What follows belongs to an exercise in optimizing a design on an open flow for small area; a production flow would make more cautious choices.
At most, simulation tests tie the RTL to the original design; equivalence was not proved.
Only the layout flow was run in run 1; the RTL was not checked for function there.
Power and IR drop assume default switching activity.

==> flow/design.v <==
package agu_pkg;
  localparam int CH_SRC1   = 0;
  localparam int CH_SRC2   = 1;
  localparam int CH_DEST   = 2;
  localparam int CANON_MSB = 47;
  typedef enum logic [1:0] {
    SCALE_1 = 2'd0,
    SCALE_2 = 2'd1,
    SCALE_4 = 2'd2,
    SCALE_8 = 2'd3
  } scale_e;
endpackage
module agu_aoi222 (
  input  logic [2:0] sel_i,
  input  logic [2:0] idx_i,
  output logic       y_n_o
);
  assign y_n_o = ~|(sel_i & idx_i);
endmodule
module agu_nand2 (
  input  logic a_i,
  input  logic b_i,
  output logic y_n_o
);
  assign y_n_o = ~(a_i & b_i);
endmodule
module agu_idx_sel (
  input  logic [3:0] sel_i,
  input  logic [3:0] idx_i,
  output logic       y_o
);
  logic y012_n, y3_n;
  agu_aoi222 u_aoi  (.sel_i(sel_i[2:0]), .idx_i(idx_i[2:0]), .y_n_o(y012_n));
  agu_nand2  u_nand (.a_i(sel_i[3]), .b_i(idx_i[3]), .y_n_o(y3_n));
  assign y_o = ~(y012_n & y3_n);
endmodule
module agu_fa (
  input  logic a_i,
  input  logic b_i,
  input  logic c_i,
  output logic s_o,
  output logic co_o
);
  assign s_o  = a_i ^ b_i ^ c_i;
  assign co_o = (a_i & b_i) | (a_i & c_i) | (b_i & c_i);
endmodule
module agu_ha (
  input  logic a_i,
  input  logic b_i,
  output logic s_o,
  output logic co_o
);
  assign s_o  = a_i ^ b_i;
  assign co_o = a_i & b_i;
endmodule
module agu_carry_net (
  input  logic [62:1] p_i,
  input  logic [62:1] g_i,
  output logic [63:2] cy_o
);
  logic [15:0] gg, gp, gc;   
  assign gg[0] = (g_i[4]) | (g_i[3] & p_i[4]) | (g_i[2] & p_i[4] & p_i[3]) | (g_i[1] & p_i[4] & p_i[3] & p_i[2]);
  assign gp[0] = p_i[1] & p_i[2] & p_i[3] & p_i[4];
  assign gg[1] = (g_i[8]) | (g_i[7] & p_i[8]) | (g_i[6] & p_i[8] & p_i[7]) | (g_i[5] & p_i[8] & p_i[7] & p_i[6]);
  assign gp[1] = p_i[5] & p_i[6] & p_i[7] & p_i[8];
  assign gg[2] = (g_i[12]) | (g_i[11] & p_i[12]) | (g_i[10] & p_i[12] & p_i[11]) | (g_i[9] & p_i[12] & p_i[11] & p_i[10]);
  assign gp[2] = p_i[9] & p_i[10] & p_i[11] & p_i[12];
  assign gg[3] = (g_i[16]) | (g_i[15] & p_i[16]) | (g_i[14] & p_i[16] & p_i[15]) | (g_i[13] & p_i[16] & p_i[15] & p_i[14]);
  assign gp[3] = p_i[13] & p_i[14] & p_i[15] & p_i[16];
  assign gg[4] = (g_i[20]) | (g_i[19] & p_i[20]) | (g_i[18] & p_i[20] & p_i[19]) | (g_i[17] & p_i[20] & p_i[19] & p_i[18]);
  assign gp[4] = p_i[17] & p_i[18] & p_i[19] & p_i[20];
  assign gg[5] = (g_i[24]) | (g_i[23] & p_i[24]) | (g_i[22] & p_i[24] & p_i[23]) | (g_i[21] & p_i[24] & p_i[23] & p_i[22]);
  assign gp[5] = p_i[21] & p_i[22] & p_i[23] & p_i[24];
  assign gg[6] = (g_i[28]) | (g_i[27] & p_i[28]) | (g_i[26] & p_i[28] & p_i[27]) | (g_i[25] & p_i[28] & p_i[27] & p_i[26]);
  assign gp[6] = p_i[25] & p_i[26] & p_i[27] & p_i[28];
  assign gg[7] = (g_i[32]) | (g_i[31] & p_i[32]) | (g_i[30] & p_i[32] & p_i[31]) | (g_i[29] & p_i[32] & p_i[31] & p_i[30]);
  assign gp[7] = p_i[29] & p_i[30] & p_i[31] & p_i[32];
  assign gg[8] = (g_i[36]) | (g_i[35] & p_i[36]) | (g_i[34] & p_i[36] & p_i[35]) | (g_i[33] & p_i[36] & p_i[35] & p_i[34]);
  assign gp[8] = p_i[33] & p_i[34] & p_i[35] & p_i[36];
  assign gg[9] = (g_i[40]) | (g_i[39] & p_i[40]) | (g_i[38] & p_i[40] & p_i[39]) | (g_i[37] & p_i[40] & p_i[39] & p_i[38]);
  assign gp[9] = p_i[37] & p_i[38] & p_i[39] & p_i[40];
  assign gg[10] = (g_i[44]) | (g_i[43] & p_i[44]) | (g_i[42] & p_i[44] & p_i[43]) | (g_i[41] & p_i[44] & p_i[43] & p_i[42]);
  assign gp[10] = p_i[41] & p_i[42] & p_i[43] & p_i[44];
  assign gg[11] = (g_i[48]) | (g_i[47] & p_i[48]) | (g_i[46] & p_i[48] & p_i[47]) | (g_i[45] & p_i[48] & p_i[47] & p_i[46]);
  assign gp[11] = p_i[45] & p_i[46] & p_i[47] & p_i[48];
  assign gg[12] = (g_i[52]) | (g_i[51] & p_i[52]) | (g_i[50] & p_i[52] & p_i[51]) | (g_i[49] & p_i[52] & p_i[51] & p_i[50]);
  assign gp[12] = p_i[49] & p_i[50] & p_i[51] & p_i[52];
  assign gg[13] = (g_i[56]) | (g_i[55] & p_i[56]) | (g_i[54] & p_i[56] & p_i[55]) | (g_i[53] & p_i[56] & p_i[55] & p_i[54]);
  assign gp[13] = p_i[53] & p_i[54] & p_i[55] & p_i[56];
  assign gg[14] = (g_i[60]) | (g_i[59] & p_i[60]) | (g_i[58] & p_i[60] & p_i[59]) | (g_i[57] & p_i[60] & p_i[59] & p_i[58]);
  assign gp[14] = p_i[57] & p_i[58] & p_i[59] & p_i[60];
  assign gg[15] = (g_i[62]) | (g_i[61] & p_i[62]);
  assign gp[15] = p_i[61] & p_i[62];
  assign gc[0] = 1'b0;
  assign gc[1] = gg[0];
  assign gc[2] = gg[1] | (gp[1] & gc[1]);
  assign gc[3] = gg[2] | (gp[2] & gc[2]);
  assign gc[4] = gg[3] | (gp[3] & gc[3]);
  assign gc[5] = gg[4] | (gp[4] & gc[4]);
  assign gc[6] = gg[5] | (gp[5] & gc[5]);
  assign gc[7] = gg[6] | (gp[6] & gc[6]);
  assign gc[8] = gg[7] | (gp[7] & gc[7]);
  assign gc[9] = gg[8] | (gp[8] & gc[8]);
  assign gc[10] = gg[9] | (gp[9] & gc[9]);
  assign gc[11] = gg[10] | (gp[10] & gc[10]);
  assign gc[12] = gg[11] | (gp[11] & gc[11]);
  assign gc[13] = gg[12] | (gp[12] & gc[12]);
  assign gc[14] = gg[13] | (gp[13] & gc[13]);
  assign gc[15] = gg[14] | (gp[14] & gc[14]);
  assign cy_o[2] = g_i[1];
  assign cy_o[3] = g_i[2] | (p_i[2] & cy_o[2]);
  assign cy_o[4] = g_i[3] | (p_i[3] & cy_o[3]);
  assign cy_o[5] = g_i[4] | (p_i[4] & cy_o[4]);
  assign cy_o[6] = g_i[5] | (p_i[5] & gc[1]);
  assign cy_o[7] = g_i[6] | (p_i[6] & cy_o[6]);
  assign cy_o[8] = g_i[7] | (p_i[7] & cy_o[7]);
  assign cy_o[9] = g_i[8] | (p_i[8] & cy_o[8]);
  assign cy_o[10] = g_i[9] | (p_i[9] & gc[2]);
  assign cy_o[11] = g_i[10] | (p_i[10] & cy_o[10]);
  assign cy_o[12] = g_i[11] | (p_i[11] & cy_o[11]);
  assign cy_o[13] = g_i[12] | (p_i[12] & cy_o[12]);
  assign cy_o[14] = g_i[13] | (p_i[13] & gc[3]);
  assign cy_o[15] = g_i[14] | (p_i[14] & cy_o[14]);
  assign cy_o[16] = g_i[15] | (p_i[15] & cy_o[15]);
  assign cy_o[17] = g_i[16] | (p_i[16] & cy_o[16]);
  assign cy_o[18] = g_i[17] | (p_i[17] & gc[4]);
  assign cy_o[19] = g_i[18] | (p_i[18] & cy_o[18]);
  assign cy_o[20] = g_i[19] | (p_i[19] & cy_o[19]);
  assign cy_o[21] = g_i[20] | (p_i[20] & cy_o[20]);
  assign cy_o[22] = g_i[21] | (p_i[21] & gc[5]);
  assign cy_o[23] = g_i[22] | (p_i[22] & cy_o[22]);
  assign cy_o[24] = g_i[23] | (p_i[23] & cy_o[23]);
  assign cy_o[25] = g_i[24] | (p_i[24] & cy_o[24]);
  assign cy_o[26] = g_i[25] | (p_i[25] & gc[6]);
  assign cy_o[27] = g_i[26] | (p_i[26] & cy_o[26]);
  assign cy_o[28] = g_i[27] | (p_i[27] & cy_o[27]);
  assign cy_o[29] = g_i[28] | (p_i[28] & cy_o[28]);
  assign cy_o[30] = g_i[29] | (p_i[29] & gc[7]);
  assign cy_o[31] = g_i[30] | (p_i[30] & cy_o[30]);
  assign cy_o[32] = g_i[31] | (p_i[31] & cy_o[31]);
  assign cy_o[33] = g_i[32] | (p_i[32] & cy_o[32]);
  assign cy_o[34] = g_i[33] | (p_i[33] & gc[8]);
  assign cy_o[35] = g_i[34] | (p_i[34] & cy_o[34]);
  assign cy_o[36] = g_i[35] | (p_i[35] & cy_o[35]);
  assign cy_o[37] = g_i[36] | (p_i[36] & cy_o[36]);
  assign cy_o[38] = g_i[37] | (p_i[37] & gc[9]);
  assign cy_o[39] = g_i[38] | (p_i[38] & cy_o[38]);
  assign cy_o[40] = g_i[39] | (p_i[39] & cy_o[39]);
  assign cy_o[41] = g_i[40] | (p_i[40] & cy_o[40]);
  assign cy_o[42] = g_i[41] | (p_i[41] & gc[10]);
  assign cy_o[43] = g_i[42] | (p_i[42] & cy_o[42]);
  assign cy_o[44] = g_i[43] | (p_i[43] & cy_o[43]);
  assign cy_o[45] = g_i[44] | (p_i[44] & cy_o[44]);
  assign cy_o[46] = g_i[45] | (p_i[45] & gc[11]);
  assign cy_o[47] = g_i[46] | (p_i[46] & cy_o[46]);
  assign cy_o[48] = g_i[47] | (p_i[47] & cy_o[47]);
  assign cy_o[49] = g_i[48] | (p_i[48] & cy_o[48]);
  assign cy_o[50] = g_i[49] | (p_i[49] & gc[12]);
  assign cy_o[51] = g_i[50] | (p_i[50] & cy_o[50]);
  assign cy_o[52] = g_i[51] | (p_i[51] & cy_o[51]);
  assign cy_o[53] = g_i[52] | (p_i[52] & cy_o[52]);
  assign cy_o[54] = g_i[53] | (p_i[53] & gc[13]);
  assign cy_o[55] = g_i[54] | (p_i[54] & cy_o[54]);
  assign cy_o[56] = g_i[55] | (p_i[55] & cy_o[55]);
  assign cy_o[57] = g_i[56] | (p_i[56] & cy_o[56]);
  assign cy_o[58] = g_i[57] | (p_i[57] & gc[14]);
  assign cy_o[59] = g_i[58] | (p_i[58] & cy_o[58]);
  assign cy_o[60] = g_i[59] | (p_i[59] & cy_o[59]);
  assign cy_o[61] = g_i[60] | (p_i[60] & cy_o[60]);
  assign cy_o[62] = g_i[61] | (p_i[61] & gc[15]);
  assign cy_o[63] = g_i[62] | (p_i[62] & cy_o[62]);
endmodule
module agu_addr_calc (
  input  logic [63:0] base_i,
  input  logic [63:0] index_i,
  input  logic        index_valid_i,
  input  logic [1:0]  scale_i,
  input  logic [31:0] disp_i,
  output logic [63:0] sum_o
);
  logic [3:0]  sel;
  logic [63:0] t_n;
  logic [63:0] sidx, dext, s, p;
  logic [63:1] c, g;
  logic [63:2] cy;
  assign dext   = {{32{disp_i[31]}}, disp_i};
  assign sel[0] = index_valid_i & (scale_i == 2'd0);
  assign sel[1] = index_valid_i & (scale_i == 2'd1);
  assign sel[2] = index_valid_i & (scale_i == 2'd2);
  assign sel[3] = index_valid_i & (scale_i == 2'd3);
  assign sidx[0] = sel[0] & index_i[0];
  assign sidx[1] = (sel[0] & index_i[1]) | (sel[1] & index_i[0]);
  assign sidx[2] = (sel[0] & index_i[2]) | (sel[1] & index_i[1]) | (sel[2] & index_i[0]);
  for (genvar i = 3; i < 64; i++) begin : g_sel
    agu_idx_sel u_sel (
      .sel_i (sel),
      .idx_i ({index_i[i-3], index_i[i-2], index_i[i-1], index_i[i]}),
      .y_o   (sidx[i])
    );
  end
  for (genvar i = 0; i < 64; i++) begin : g_csa
    if (i < 63) begin : g_fa
      agu_fa u_fa (.a_i(base_i[i]), .b_i(sidx[i]), .c_i(dext[i]), .s_o(s[i]), .co_o(c[i+1]));
    end else begin : g_fa_top
      logic unused_co;
      agu_fa u_fa (.a_i(base_i[i]), .b_i(sidx[i]), .c_i(dext[i]), .s_o(s[i]), .co_o(unused_co));
    end
  end
  assign p[0] = s[0];
  for (genvar i = 1; i < 63; i++) begin : g_pg
    agu_ha u_ha (.a_i(s[i]), .b_i(c[i]), .s_o(p[i]), .co_o(g[i]));
  end
  assign p[63] = s[63] ^ c[63];
  assign g[63] = 1'b0;   
  agu_carry_net u_cn (.p_i(p[62:1]), .g_i(g[62:1]), .cy_o(cy));
  assign sum_o = {p[63:2] ^ cy, p[1:0]};
endmodule
import agu_pkg::*;
module agu_head_load_n
#(
  parameter int W = 1
) (
  input  logic [W-1:0] load_i,
  input  logic [W-1:0] shift_i,
  input  logic [W-1:0] hold_i,
  input  logic [W-1:0] new_i,
  input  logic [W-1:0] sec_i,
  input  logic [W-1:0] cur_i,
  output logic [W-1:0] next_n_o
);
  assign next_n_o = ~((load_i & new_i) | (shift_i & sec_i) | (hold_i & cur_i));
endmodule
module agu_pipe_stage
#(
  parameter int ADDR_W    = 64,
  parameter int NUM_CH    = 3,
  parameter int DISP_W    = 32,
  parameter int PAYLOAD_W = 256,
  parameter int DEPTH     = 2
) (
  input  logic                     clk,
  input  logic                     resetN,
  input  logic                     flushIn,
  input  logic                     inValid,
  output logic                     inReady,
  input  logic [PAYLOAD_W-1:0]     inPayload,
  input  logic [NUM_CH-1:0]        inMemAccess,
  input  logic [NUM_CH*ADDR_W-1:0] inBase,
  input  logic [NUM_CH*ADDR_W-1:0] inIndex,
  input  logic [NUM_CH-1:0]        inIndexValid,
  input  logic [NUM_CH*2-1:0]      inScale,
  input  logic [NUM_CH*DISP_W-1:0] inDisp,
  output logic                     outValid,
  input  logic                     outReady,
  output logic [PAYLOAD_W-1:0]     outPayload,
  output logic [NUM_CH-1:0]        outMemAccess,
  output logic [NUM_CH*ADDR_W-1:0] outAddr,
  output logic [NUM_CH-1:0]        outFault,
  output logic [31:0]              acceptedCount
);
  localparam int ENTRY_W = PAYLOAD_W + NUM_CH + NUM_CH*ADDR_W;
  localparam int MEM_LSB = NUM_CH*ADDR_W;
  logic [NUM_CH*ADDR_W-1:0] calc_sum;
  logic [ENTRY_W-1:0]       push_entry;
  logic [ENTRY_W-1:0]       head_q, sec_q, head_n_d;
  logic [1:0]  count_q;
  logic [31:0] acc_cnt_q;
  logic        rdy_en_q;
  logic        push, pop;
  for (genvar c = 0; c < NUM_CH; c++) begin : g_ch
    agu_addr_calc u_calc (
      .base_i        (inBase[c*ADDR_W +: ADDR_W]),
      .index_i       (inIndex[c*ADDR_W +: ADDR_W]),
      .index_valid_i (inIndexValid[c]),
      .scale_i       (inScale[c*2 +: 2]),
      .disp_i        (inDisp[c*DISP_W +: DISP_W]),
      .sum_o         (calc_sum[c*ADDR_W +: ADDR_W])
    );
  end
  assign push_entry = {inPayload, inMemAccess, calc_sum};
  assign inReady  = rdy_en_q & ~count_q[1];
  assign outValid = (count_q != 2'd0);
  assign push     = inValid & inReady & ~flushIn;
  assign pop      = outValid & outReady & ~flushIn;
  always_ff @(posedge clk or negedge resetN) begin
    if (!resetN) begin
      count_q  <= 2'd0;
      rdy_en_q <= 1'b0;
    end else begin
      rdy_en_q <= 1'b1;
      if (flushIn) begin
        count_q <= 2'd0;
      end else begin
        if (push & ~pop) count_q <= count_q + 2'd1;
        if (pop & ~push) count_q <= count_q - 2'd1;
      end
    end
  end
  logic        cnt_inc;
  logic [31:0] cnt_tog;
  assign cnt_inc = push & ~&acc_cnt_q;
  for (genvar i = 0; i < 32; i++) begin : g_cnt
    if (i == 0) assign cnt_tog[i] = cnt_inc;
    else        assign cnt_tog[i] = cnt_inc & (&acc_cnt_q[i-1:0]);
  end
  always_ff @(posedge clk or negedge resetN) begin
    if (!resetN) acc_cnt_q <= '0;
    else         acc_cnt_q <= acc_cnt_q ^ cnt_tog;
  end
  logic sec_ld, head_ld, head_shift, head_hold;
  assign sec_ld     = ~count_q[1];
  assign head_ld    = (count_q == 2'd0) | ((count_q == 2'd1) & pop);
  assign head_shift = count_q[1] & pop;
  assign head_hold  = ~head_ld & ~head_shift;
  logic [ENTRY_W-1:0] head_ld_v, head_shift_v, head_hold_v;
  assign head_hold_v = {ENTRY_W{head_hold}};
  assign head_ld_v[ENTRY_W-1:MEM_LSB]    = {(ENTRY_W-MEM_LSB){head_ld}};
  assign head_shift_v[ENTRY_W-1:MEM_LSB] = {(ENTRY_W-MEM_LSB){head_shift}};
  for (genvar c = 0; c < NUM_CH; c++) begin : g_sel
    assign head_ld_v[c*ADDR_W +: ADDR_W]    = {ADDR_W{head_ld & inMemAccess[c]}};
    assign head_shift_v[c*ADDR_W +: ADDR_W] = {ADDR_W{head_shift & sec_q[MEM_LSB + c]}};
  end
  agu_head_load_n #(.W(ENTRY_W)) u_head (
    .load_i (head_ld_v), .shift_i (head_shift_v), .hold_i (head_hold_v),
    .new_i (push_entry), .sec_i (sec_q), .cur_i (head_q), .next_n_o (head_n_d)
  );
  always_ff @(posedge clk) begin
    if (sec_ld) sec_q <= push_entry;
    head_q <= ~head_n_d;
  end
  assign outPayload   = head_q[ENTRY_W-1 -: PAYLOAD_W];
  assign outMemAccess = head_q[MEM_LSB +: NUM_CH];
  assign outAddr      = head_q[NUM_CH*ADDR_W-1:0];
  for (genvar c = 0; c < NUM_CH; c++) begin : g_fault
    logic [ADDR_W-1:CANON_MSB] upper;
    assign upper       = head_q[c*ADDR_W + CANON_MSB +: ADDR_W - CANON_MSB];
    assign outFault[c] = ~(&upper) & (|upper);
  end
  assign acceptedCount = acc_cnt_q;
endmodule
==> flow/flow/run.sh <==
#!/bin/bash
# Standard ORFS layout (the standard.sh, standard synthesis); the only change is the
# cell used to buffer the ports (buf_1 instead of the flow's default pick).
set -euo pipefail
bash standard.sh "BUFFER_PORTS_ARGS=-buffer_cell sky130_fd_sc_hd__buf_1" finish > standard_flow.log 2>&1
==> flow/standard.sh <==
#!/bin/bash
# synth_recipe.tcl (not shown) runs the flow's synth.tcl, then flattens the netlist and writes it again
# the make line also repeats each setting of config.mk as NAME=value (left out here)
make -C /OpenROAD-flow-scripts/flow DESIGN_CONFIG=/design/flow/config.mk WORK_HOME=/design/flow/orfs CLKGATE_MAP_FILE= SYNTH_SCRIPT=/design/flow/synth_recipe.tcl "${@:-finish}"
==> flow/config.mk <==
export PLATFORM = sky130hd
export DESIGN_NAME = agu_pipe_stage
export DESIGN_NICKNAME = agu_pipe_stage
export VERILOG_FILES = /design/flow/design.v
export SDC_FILE = /design/flow/constraint.sdc
export NUM_CORES = 4
export LEC_CHECK = 0
export CAP_MARGIN = 20
export CORE_AREA = 2.3 2.72 351.7 351.28
export CTS_CLUSTER_DIAMETER = 150
export CTS_CLUSTER_SIZE = 24
export DIE_AREA = 0 0 354 354
export SLEW_MARGIN = 20
export SYNTH_HIERARCHICAL = 1
==> flow/constraint.sdc <==
create_clock -name core_clock -period 5.5 [get_ports {clk}]
set_input_delay 1.1000 -clock core_clock [delete_from_list [all_inputs] [get_ports {clk}]]
set_output_delay 1.1000 -clock core_clock [all_outputs]
set_load 0.01 [all_outputs]
==> results.sh, run 1 <==
export IMPL_status="finished clean"
export IMPL_dieWidth_um=354
export IMPL_max_freq_mhz=193
export IMPL_yosysWarnings=7
export IMPL_hold_violations=0
export IMPL_route_detailed_drc=0
export IMPL_ant_nets=0
export IMPL_maxCapViolCount=0
export IMPL_fin_tns_setup_ns=0
export IMPL_avgViaCountPerCell=5.82
export IMPL_grt_pass1_wl_um=286000
export IMPL_synth_main_ff_cell="edfxtp_1"
export IMPL_end_kind="flop"
export IMPL_htree_num_levels=2
export IMPL_drv_slew=0
export IMPL_cp_cell_sequence="buf_1, inv_1, and3_2, buf_4, a222oi_1, nand2_1, fa_1, ha_1, and3_1, a2111o_1, o2111ai_2, a211oi_2, or2_1, a311o_1, a21o_1, a21o_1, xor2_1, a222oi_1, inv_1"
export IMPL_area_delta_synth_final_pct=26.5
export IMPL_worstHoldStart="head_q[217]"
export IMPL_fp_dieH_um=354
export IMPL_worst_pin_slew_ns=1.16
export IMPL_syn_nets=4861
export IMPL_synthCells=3727
export IMPL_timing_final_crit_period_ns=5.19
export IMPL_clk_path_buf_depth=3
export IMPL_die_area_mm2=0.125
export IMPL_core_mm2=0.122
export IMPL_cts_sinks=937
export IMPL_gp_congestion=0.989
export IMPL_final_nets=6630
export IMPL_clock_latency_ns=0.67
export IMPL_synth_seq_cells=937
export IMPL_dr_wl_met3_um=21400
export IMPL_path_buf_inv=4
export IMPL_highest_layer="met5"
export IMPL_dr_total_vias=41775
export IMPL_wl_met2_um=89700
export IMPL_power_per_cell_area_mw_per_mm2=494
export IMPL_rsz0062_at_grt="false"
export IMPL_fillers=11501
export IMPL_min_to="head_q[217]"
export IMPL_rows=128
export IMPL_ff_latch_area_mm2=0.0234
export IMPL_initial_utilization_pct=37.5
export IMPL_grt_pass1_vias=39038
export IMPL_first_pass_iters=11
export IMPL_grt_max_degree=162
export IMPL_power_mw=28.5
export IMPL_worst_ep_arrival_time_ns=5.73
export IMPL_cts_hold_buf=0
export IMPL_final_setup_viol_count=0
export IMPL_critical_path_max_stage_delay_ns=0.51
export IMPL_cp_required_ns=6.04
export IMPL_hold_path_cell_count=2
export IMPL_post_route_period_util_pct=94.3
export IMPL_cts_setup_buffers=0
export IMPL_layout_common_cells="buf_1 (1236), a222oi_1 (634), inv_1 (482)"
export IMPL_port_buffer_count=1240
export IMPL_crit_family="compound AO/OA/AOI/OAI gates"
export IMPL_multi_input_area_mm2=0.0203
export IMPL_worst_setup_path_start_kind="input pin"
export IMPL_cp_max_fo=11
export IMPL_regToRegSetupSlack_ns=1.95
export IMPL_drive_gt1_share_pct=11.3
export IMPL_p_leak_nw=25.8
export IMPL_relSlewSlack_pct=22.8
export IMPL_drt_total_wl_um=207000
export IMPL_grt_overflow=0
export IMPL_cts_tree="built"
export IMPL_yosysUniqueCellTypes=61
export IMPL_slowest_stage="a2111o_1"
export IMPL_timing_rr_end="head_q[225]"
export IMPL_ir_worst_vdd_mv=0.407
export IMPL_syn_cell_area_mm2=0.0456
export IMPL_fin_skew_ns=0.0359
export IMPL_syn_area_per_cell_um2=12.2
export IMPL_crit_type="in -> reg"
export IMPL_hold_path_class="reg -> reg"
export IMPL_worstRegToRegCells=9
export IMPL_root_buffer="clkbuf_16"
export IMPL_synth_edff_count=451
export IMPL_synth_async_reset_ratio_pct=3.74
export IMPL_r2r_start="count_q[1]"
export IMPL_routedWlPerCell_um=28.8
export IMPL_numCtsBuffers=45
export IMPL_final_common_cell="buf_1"
export IMPL_ys_seq_area_share_pct=51.4
export IMPL_clk_pin_slew_ns=0.10
export IMPL_m1WireLength_um=84400
export IMPL_io_pins=1241
export IMPL_hpwl_um=165000
export IMPL_antenna_found_initial=63
export IMPL_grt_usage_pct=31.4
export IMPL_dr_first_iter_drc_count=7737
## repair_timing
action | CTS | global route
endpoints found under the hold margin | 0 | 0
gates resized for setup | 0 | 8
endpoints found under the setup margin | 0 | 19
## cell type report
| cell class | instances | area share (%) |
|---|---|---|
| inverter | 483 | 3.15 |
| tap | 1625 | 3.52 |
| clock inverter | 5 | 0.111 |
| clock buffer | 78 | 2.20 |
| multi-input combinational | 2290 | 35.2 |
| timing repair buffer | 1739 | 15.1 |
| sequential | 937 | 40.6 |
| antenna | 22 | 0.0954 |
## where the power goes
part	internal (mW)	leakage [nW]	switching, mW	total (mW)
clock	1.62	0.637	2.38	4.00
combinational	4.47	16.3	7.91	12.4
sequential	10.5	8.88	1.64	12.2
total	16.6	25.8	11.9	28.5
## how the worst max path moves through the flow
stage                             end       startpoint  cells past startpoint
after detailed placement   head_q[63]  inIndexValid[0]                     22
after global routing      head_q[109]       inScale[2]                     22
after global placement     head_q[63]  inIndexValid[0]                     22
after CTS                  head_q[63]  inIndexValid[0]                     22
final                      head_q[56]       inScale[1]                     19
after floorplan             head_q[0]       count_q[1]                      7
## flip-flops by register name (all words and copies together), names as in the netlist
signal and flops:
acc_cnt_q 32, count_q 2, head_q 451, rdy_en_q 1, sec_q 451
## layer usage
| metal | track usage (%) | vias up |
|---|---|---|
| met5 | 0 | - |
| met4 | 14.5 | 32 |
| met3 | 8.03 | 385 |
| met2 | 46.9 | 2435 |
| met1 | 42.7 | 20632 |
| li1 | - | 18291 |
## Yosys cell counts (25+ instances only)
library cell / instances / area [um^2]
a222oi_1: 634 / 6350
dfrtp_1: 35 / 876
ha_1: 189 / 2360
inv_1: 483 / 1810
nand2_1: 426 / 1600
a21o_1: 129 / 968
o21ai_0: 46 / 230
nand3_1: 37 / 185
dfxtp_1: 451 / 9030
xor2_1: 186 / 1630
xnor2_1: 25 / 219
fa_1: 192 / 3840
nor2_1: 37 / 139
and3_1: 32 / 200
a21oi_1: 89 / 445
edfxtp_1: 451 / 13500
## tightest hold or removal path, delay by kind of cell, from the launching register on
| kind | cells | cell delay, ns |
|---|---|---|
| buf+inv | 1 | 0.05 |
| compound gates | 1 | 0.06 |
| flops | 1 | 0.33 |
## modules after synthesis, one instance, submodules excluded, a selection
module / cells / copies in the design
agu_addr_calc: 80 / 3
agu_fa: 1 / 192
agu_aoi222: 1 / 183
agu_ha: 1 / 186
agu_carry_net: 184 / 3
agu_pipe_stage: 1557 / 1
agu_nand2: 1 / 183
## metrics by stage
stage | cell area, um^2 | hold slack, ns | instances | utilization, % | setup slack, ns
5_1_grt | 57700 | 0.484 | 7170 | 47.5 | 0.0263
2_1_floorplan | 45600 | 0.426 | 3727 | - | -69.25
6_report | 57700 | 0.469 | 7179 | 47.5 | 0.313
4_1_cts | 57600 | 0.462 | 7157 | 47.4 | 0.301
3_5_place_dp | 56300 | 0.446 | 7074 | 46.3 | -0.429
3_3_place_gp | 56300 | 0.441 | 7074 | 46.3 | -0.346
## logic make-up (layout without fill, tap and decap cells)
| kind of cell | Yosys count | after routing | share of synthesized area, % |
|---|---|---|---|
| muxes | 6 | 6 | 0.132 |
| DFF | 937 | 937 | 51.4 |
| adders and majority gates | 381 | 381 | 13.6 |
| other | 1 | 23 | 0.00822 |
| xor gates and xnor gates | 211 | 211 | 4.05 |
| AOI/OAI and AO/OA | 995 | 995 | 19.4 |
| and+or+nand+nor | 696 | 696 | 7.14 |
| buffers and inverters | 500 | 2305 | 4.30 |
==> run 2: changes to the inputs <==
--- a/flow/design.v
+++ b/flow/design.v
@@ -218,2 +218,14 @@
 import agu_pkg::*;
+module agu_sec_load
+#(
+  parameter int W = 1
+) (
+  input  logic [W-1:0] load_i,
+  input  logic [W-1:0] hold_i,
+  input  logic [W-1:0] new_i,
+  input  logic [W-1:0] cur_i,
+  output logic [W-1:0] next_o
+);
+  assign next_o = (load_i & new_i) | (hold_i & cur_i);
+endmodule
 module agu_head_load_n
@@ -264,3 +276,3 @@
   logic [ENTRY_W-1:0]       push_entry;
-  logic [ENTRY_W-1:0]       head_q, sec_q, head_n_d;
+  logic [ENTRY_W-1:0]       head_q, sec_q, head_n_d, sec_d;
   logic [1:0]  count_q;
@@ -309,4 +321,5 @@
   end
-  logic sec_ld, head_ld, head_shift, head_hold;
+  logic sec_ld, sec_hold, head_ld, head_shift, head_hold;
   assign sec_ld     = ~count_q[1];
+  assign sec_hold   = count_q[1];
   assign head_ld    = (count_q == 2'd0) | ((count_q == 2'd1) & pop);
@@ -314,4 +327,6 @@
   assign head_hold  = ~head_ld & ~head_shift;
-  logic [ENTRY_W-1:0] head_ld_v, head_shift_v, head_hold_v;
+  logic [ENTRY_W-1:0] sec_ld_v, sec_hold_v, head_ld_v, head_shift_v, head_hold_v;
+  assign sec_hold_v  = {ENTRY_W{sec_hold}};
   assign head_hold_v = {ENTRY_W{head_hold}};
+  assign sec_ld_v[ENTRY_W-1:MEM_LSB]     = {(ENTRY_W-MEM_LSB){sec_ld}};
   assign head_ld_v[ENTRY_W-1:MEM_LSB]    = {(ENTRY_W-MEM_LSB){head_ld}};
@@ -319,2 +334,3 @@
   for (genvar c = 0; c < NUM_CH; c++) begin : g_sel
+    assign sec_ld_v[c*ADDR_W +: ADDR_W]     = {ADDR_W{sec_ld & inMemAccess[c]}};
     assign head_ld_v[c*ADDR_W +: ADDR_W]    = {ADDR_W{head_ld & inMemAccess[c]}};
@@ -322,2 +338,6 @@
   end
+  agu_sec_load #(.W(ENTRY_W)) u_sec (
+    .load_i (sec_ld_v), .hold_i (sec_hold_v), .new_i (push_entry), .cur_i (sec_q),
+    .next_o (sec_d)
+  );
   agu_head_load_n #(.W(ENTRY_W)) u_head (
@@ -327,3 +347,3 @@
   always_ff @(posedge clk) begin
-    if (sec_ld) sec_q <= push_entry;
+    sec_q  <= sec_d;
     head_q <= ~head_n_d;
==> flow/flow/run.sh (replaced) <==
#!/bin/bash
# Standard ORFS layout (the standard.sh, standard synthesis) with two changes:
#  - ports are buffered with buf_1 instead of the flow's default pick;
#  - the resizer may size a cell to a variant with a different footprint (for example a
#    half adder to its stronger version) instead of only buffering its output.
set -euo pipefail
bash standard.sh \
  "BUFFER_PORTS_ARGS=-buffer_cell sky130_fd_sc_hd__buf_1" \
  MATCH_CELL_FOOTPRINT=0 \
  finish > standard_flow.log 2>&1
==> results.sh, run 2 <==
export IMPL_status="finished clean"
export IMPL_syn_nets=5315
export IMPL_crit_type="in -> reg"
export IMPL_avgViaCountPerCell=5.87
export IMPL_p_sw_share_pct=42.9
export IMPL_final_nets=7044
export IMPL_slowest_stage="fa_1"
export IMPL_ant_nets=0
export IMPL_final_setup_viol_count=0
export IMPL_synth_async_reset_ratio_pct=3.74
export IMPL_routedWlPerCell_um=26.2
export IMPL_grt_usage_pct=30.0
export IMPL_critical_path_max_stage_delay_ns=0.50
export IMPL_cts_sinks=937
export IMPL_worst_pin_slew_ns=1.06
export IMPL_numCtsBuffers=45
export IMPL_yosysWarnings=7
export IMPL_post_route_period_util_pct=94.6
export IMPL_power_per_cell_area_mw_per_mm2=506
export IMPL_cts_tree="built"
export IMPL_dr_first_iter_drc_count=7482
export IMPL_hpwl_um=154000
export IMPL_final_area_mm2=0.0569
export IMPL_initial_utilization_pct=37.1
export IMPL_ys_top_cells_by_count="dfxtp_1 (902), a222oi_1 (634), inv_1 (483), a22o_1 (451), nand2_1 (423)"
export IMPL_fin_util_pct=46.8
export IMPL_end_kind="flop"
export IMPL_layout_common_cells="buf_1 (1236), dfxtp_1 (902), a222oi_1 (634)"
export IMPL_reg_largest_list="head_q x451, sec_q x451, acc_cnt_q x32"
export IMPL_p_leak_nw=26.3
export IMPL_timing_critical_path_mode_cell="a222oi_1"
export IMPL_core_mm2=0.122
export IMPL_power_switching_mw=12.3
export IMPL_final_common_cell="buf_1"
export IMPL_root_buffer="clkbuf_16"
export IMPL_use_met1_pct=36.4
export IMPL_synth_edff_count=0
export IMPL_top_usage_layer="met2"
export IMPL_cp_max_fo=35
export IMPL_worstHoldStart="sec_q[43]"
export IMPL_place_area_mm2=0.0554
export IMPL_drt_total_wl_um=199000
export IMPL_io_pins=1241
export IMPL_port_buffer_count=1240
export IMPL_synthTopCellsByArea="dfxtp_1 (40%), a222oi_1 (14%), a22o_1 (8.8%), fa_1 (8.5%), ha_1 (5.2%)"
export IMPL_cp_cell_sequence="buf_1, nand2b_4, nor2_4, buf_4, a222oi_1, nand2_1, fa_1, ha_1, and2_1, a221o_1, a22oi_1, o21ai_0, or2_1, a221oi_1, o21bai_1, a21o_1, xor2_1, a222oi_1, inv_1"
export IMPL_layout_setup_ws_ns=0.296
export IMPL_fin_tns_setup_ns=0
export IMPL_grt_pass1_vias=42125
export IMPL_synthCells=4181
export IMPL_antenna_found_initial=68
export IMPL_p_int_mw=16.5
export IMPL_synth_most_common_cell="dfxtp_1"
export IMPL_hold_path_class="reg -> reg"
export IMPL_fin_skew_ns=0.0562
export IMPL_relSlewSlack_pct=29.5
export IMPL_power_mw=28.8
export IMPL_yosysUniqueCellTypes=63
export IMPL_first_pass_iters=13
export IMPL_pwr_share_seq_pct=39.4
export IMPL_worst_ep_arrival_time_ns=5.76
export IMPL_power_share_clock_pct=13.5
export IMPL_clock_latency_ns=0.67
export IMPL_drive_gt1_share_pct=9.98
export IMPL_grt_max_degree=139
export IMPL_drv_slew=0
export IMPL_maxCapViolCount=0
export IMPL_area_delta_synth_final_pct=26.2
export IMPL_p_comb_share_pct=47.1
export IMPL_die_area_mm2=0.125
export IMPL_crit_start="inScale[3]"
export IMPL_hold_violations=0
export IMPL_grt_pass1_wl_um=285000
export IMPL_timing_final_crit_period_ns=5.20
export IMPL_synth_main_ff_cell="dfxtp_1"
export IMPL_max_freq_mhz=192
export IMPL_ir_worst_vdd_mv=0.408
export IMPL_place_ws_ns=-0.524
export IMPL_dieWidth_um=354
export IMPL_grt_overflow=0
export IMPL_ys_seq_area_share_pct=42.0
export IMPL_htree_num_levels=2
export IMPL_gr_usage_met3_pct=8.05
export IMPL_cts_hold_buf=0
export IMPL_clk_pin_slew_ns=0.10
export IMPL_worst_setup_path_start_kind="input pin"
export IMPL_gp_congestion=0.989
export IMPL_route_detailed_drc=0
export IMPL_syn_cell_area_mm2=0.0451
export IMPL_cp_required_ns=6.06
export IMPL_r2r_start="count_q[1]"
export IMPL_synth_seq_cells=937
export IMPL_dr_total_vias=44488
export IMPL_grt_util_met2_pct=47.9
export IMPL_yosys_area_top_type="dfxtp_1"
export IMPL_rows=128
export IMPL_fp_dieH_um=354
export IMPL_synth_top_cell_area_share_pct=40.1
export IMPL_clk_path_buf_depth=3
export IMPL_syn_area_per_cell_um2=10.8
==> run 2: changes by cell type after synthesis, sizes merged, moves of 4 or more <==
cell	before	now
xnor2	25	18
a21oi	89	82
a22o	0	451
and2b	0	4
xor2	186	194
dfxtp	451	902
edfxtp	451	0
o21ai	46	51
==> run 2: per-module statistics from Yosys, one instance, submodules excluded, excerpt <==
| module | copies in the design | area (um^2) |
|---|---|---|
| agu_addr_calc | 3 | 671 |
| agu_aoi222 | 183 | 10.0 |
| agu_carry_net | 3 | 1160 |
| agu_fa | 192 | 20.0 |
| agu_ha | 186 | 12.5 |
| agu_idx_sel | 183 | 3.75 |
| agu_nand2 | 183 | 3.75 |
| agu_pipe_stage | 1 | 21700 |
==> run 2: logic make-up after synthesis <==
group,synth area share [%]
buffers and inverters,4.36
muxes,0.133
other,0.00832
and+or+nand+nor,7.22
DFF,42.0
AOI/OAI and AO/OA,28.4
adders and majority gates,13.8
xor gates and xnor gates,4.12
==> run 2: worst paths after layout <==
kind                                 to  slack (ns)  cells past startpoint
max                         head_q[108]        0.30                     19
max reg2reg                  head_q[67]        1.39                      8
min in group asynchronous  acc_cnt_q[1]        0.54                      1
min                          head_q[43]        0.45                      2
min reg2reg                  head_q[43]        0.45                      2
max in group asynchronous    count_q[1]        4.32                      1
==> run 2: repair_timing <==
item | in CTS | in global routing
setup buffers | 0 | 4
gates resized for setup | 0 | 9
setup endpoints to repair | 0 | 47
==> run 2: final cells by class <==
class	count	area, um^2
multi-input combinational	2744	24300
timing repair buffer	1699	8430
clock inverter	4	88.8
inverter	483	1820
fill	11730	64700
clock buffer	53	1180
antenna	37	92.6
tap	1625	2030
sequential	937	18900
==> run 2: critical path: cells and delay by family <==
| kind | cells | cell delay, ns |
|---|---|---|
| xor+xnor | 1 | 0.17 |
| buf+inv | 3 | 0.47 |
| compound gates | 8 | 2.23 |
| fa+ha+maj | 2 | 0.85 |
| simple gates | 5 | 0.91 |
==> run 2: power by group through the flow <==
stage	Sequential, mW	Clock [mW]	Combinational, mW
final	11.3	3.89	13.6
after global routing	11.6	4.21	14.6
after CTS	11.3	4.00	13.5
after detailed placement	11.4	0	13.5
after global placement	11.3	0	13.3
after floorplan	11.6	0	6.50
==> run 2: metrics by stage <==
step	std cells	hold WS, ns
finish	7582	0.454
global route	7569	0.489
CTS	7539	0.446
detailed placement	7482	0.446
global placement	7482	0.443
floorplan	4181	0.434
==> run 2: layer usage <==
metal / vias to the layer above / share of wire [%]
met2: 2207 / 46
met4: 42 / 6.2
met1: 21813 / 38
li1: 20013 / -
met5: - / 0.14
met3: 413 / 9.4

afterwards: timing with drivers on the ports:
How much do the figures lean on ideal ports? The routed layouts below were timed once more, with nothing changed but the port constraints.
Step 1 assumes that a clkbuf_16 drives the clock port and a buf_2 every other input.
Step 2 times the ports against the registers' clock, not the clock port: input delays grow and output delays shrink by t, the midpoint of the rising clock arrivals with the driver on.
Slacks: ideal / step 1 / step 2; pairs: ideal / step 1.
| run | shift t [ns] | setup WS [ns] | worst slew at a driven data input, ns |
|---|---|---|---|
| run 1 | 0.732 | 0.313 / 0.350 / -0.382 | 0.31 |
| run 2 | 0.729 | 0.296 / 0.351 / -0.378 | 0.32 |
Met with ideal ports but missed after step 2: setup timing in run 1 and run 2. The setup slack of run 1, which loses most, moves by +0.037 ns with the drivers and by -0.695 ns with both steps.
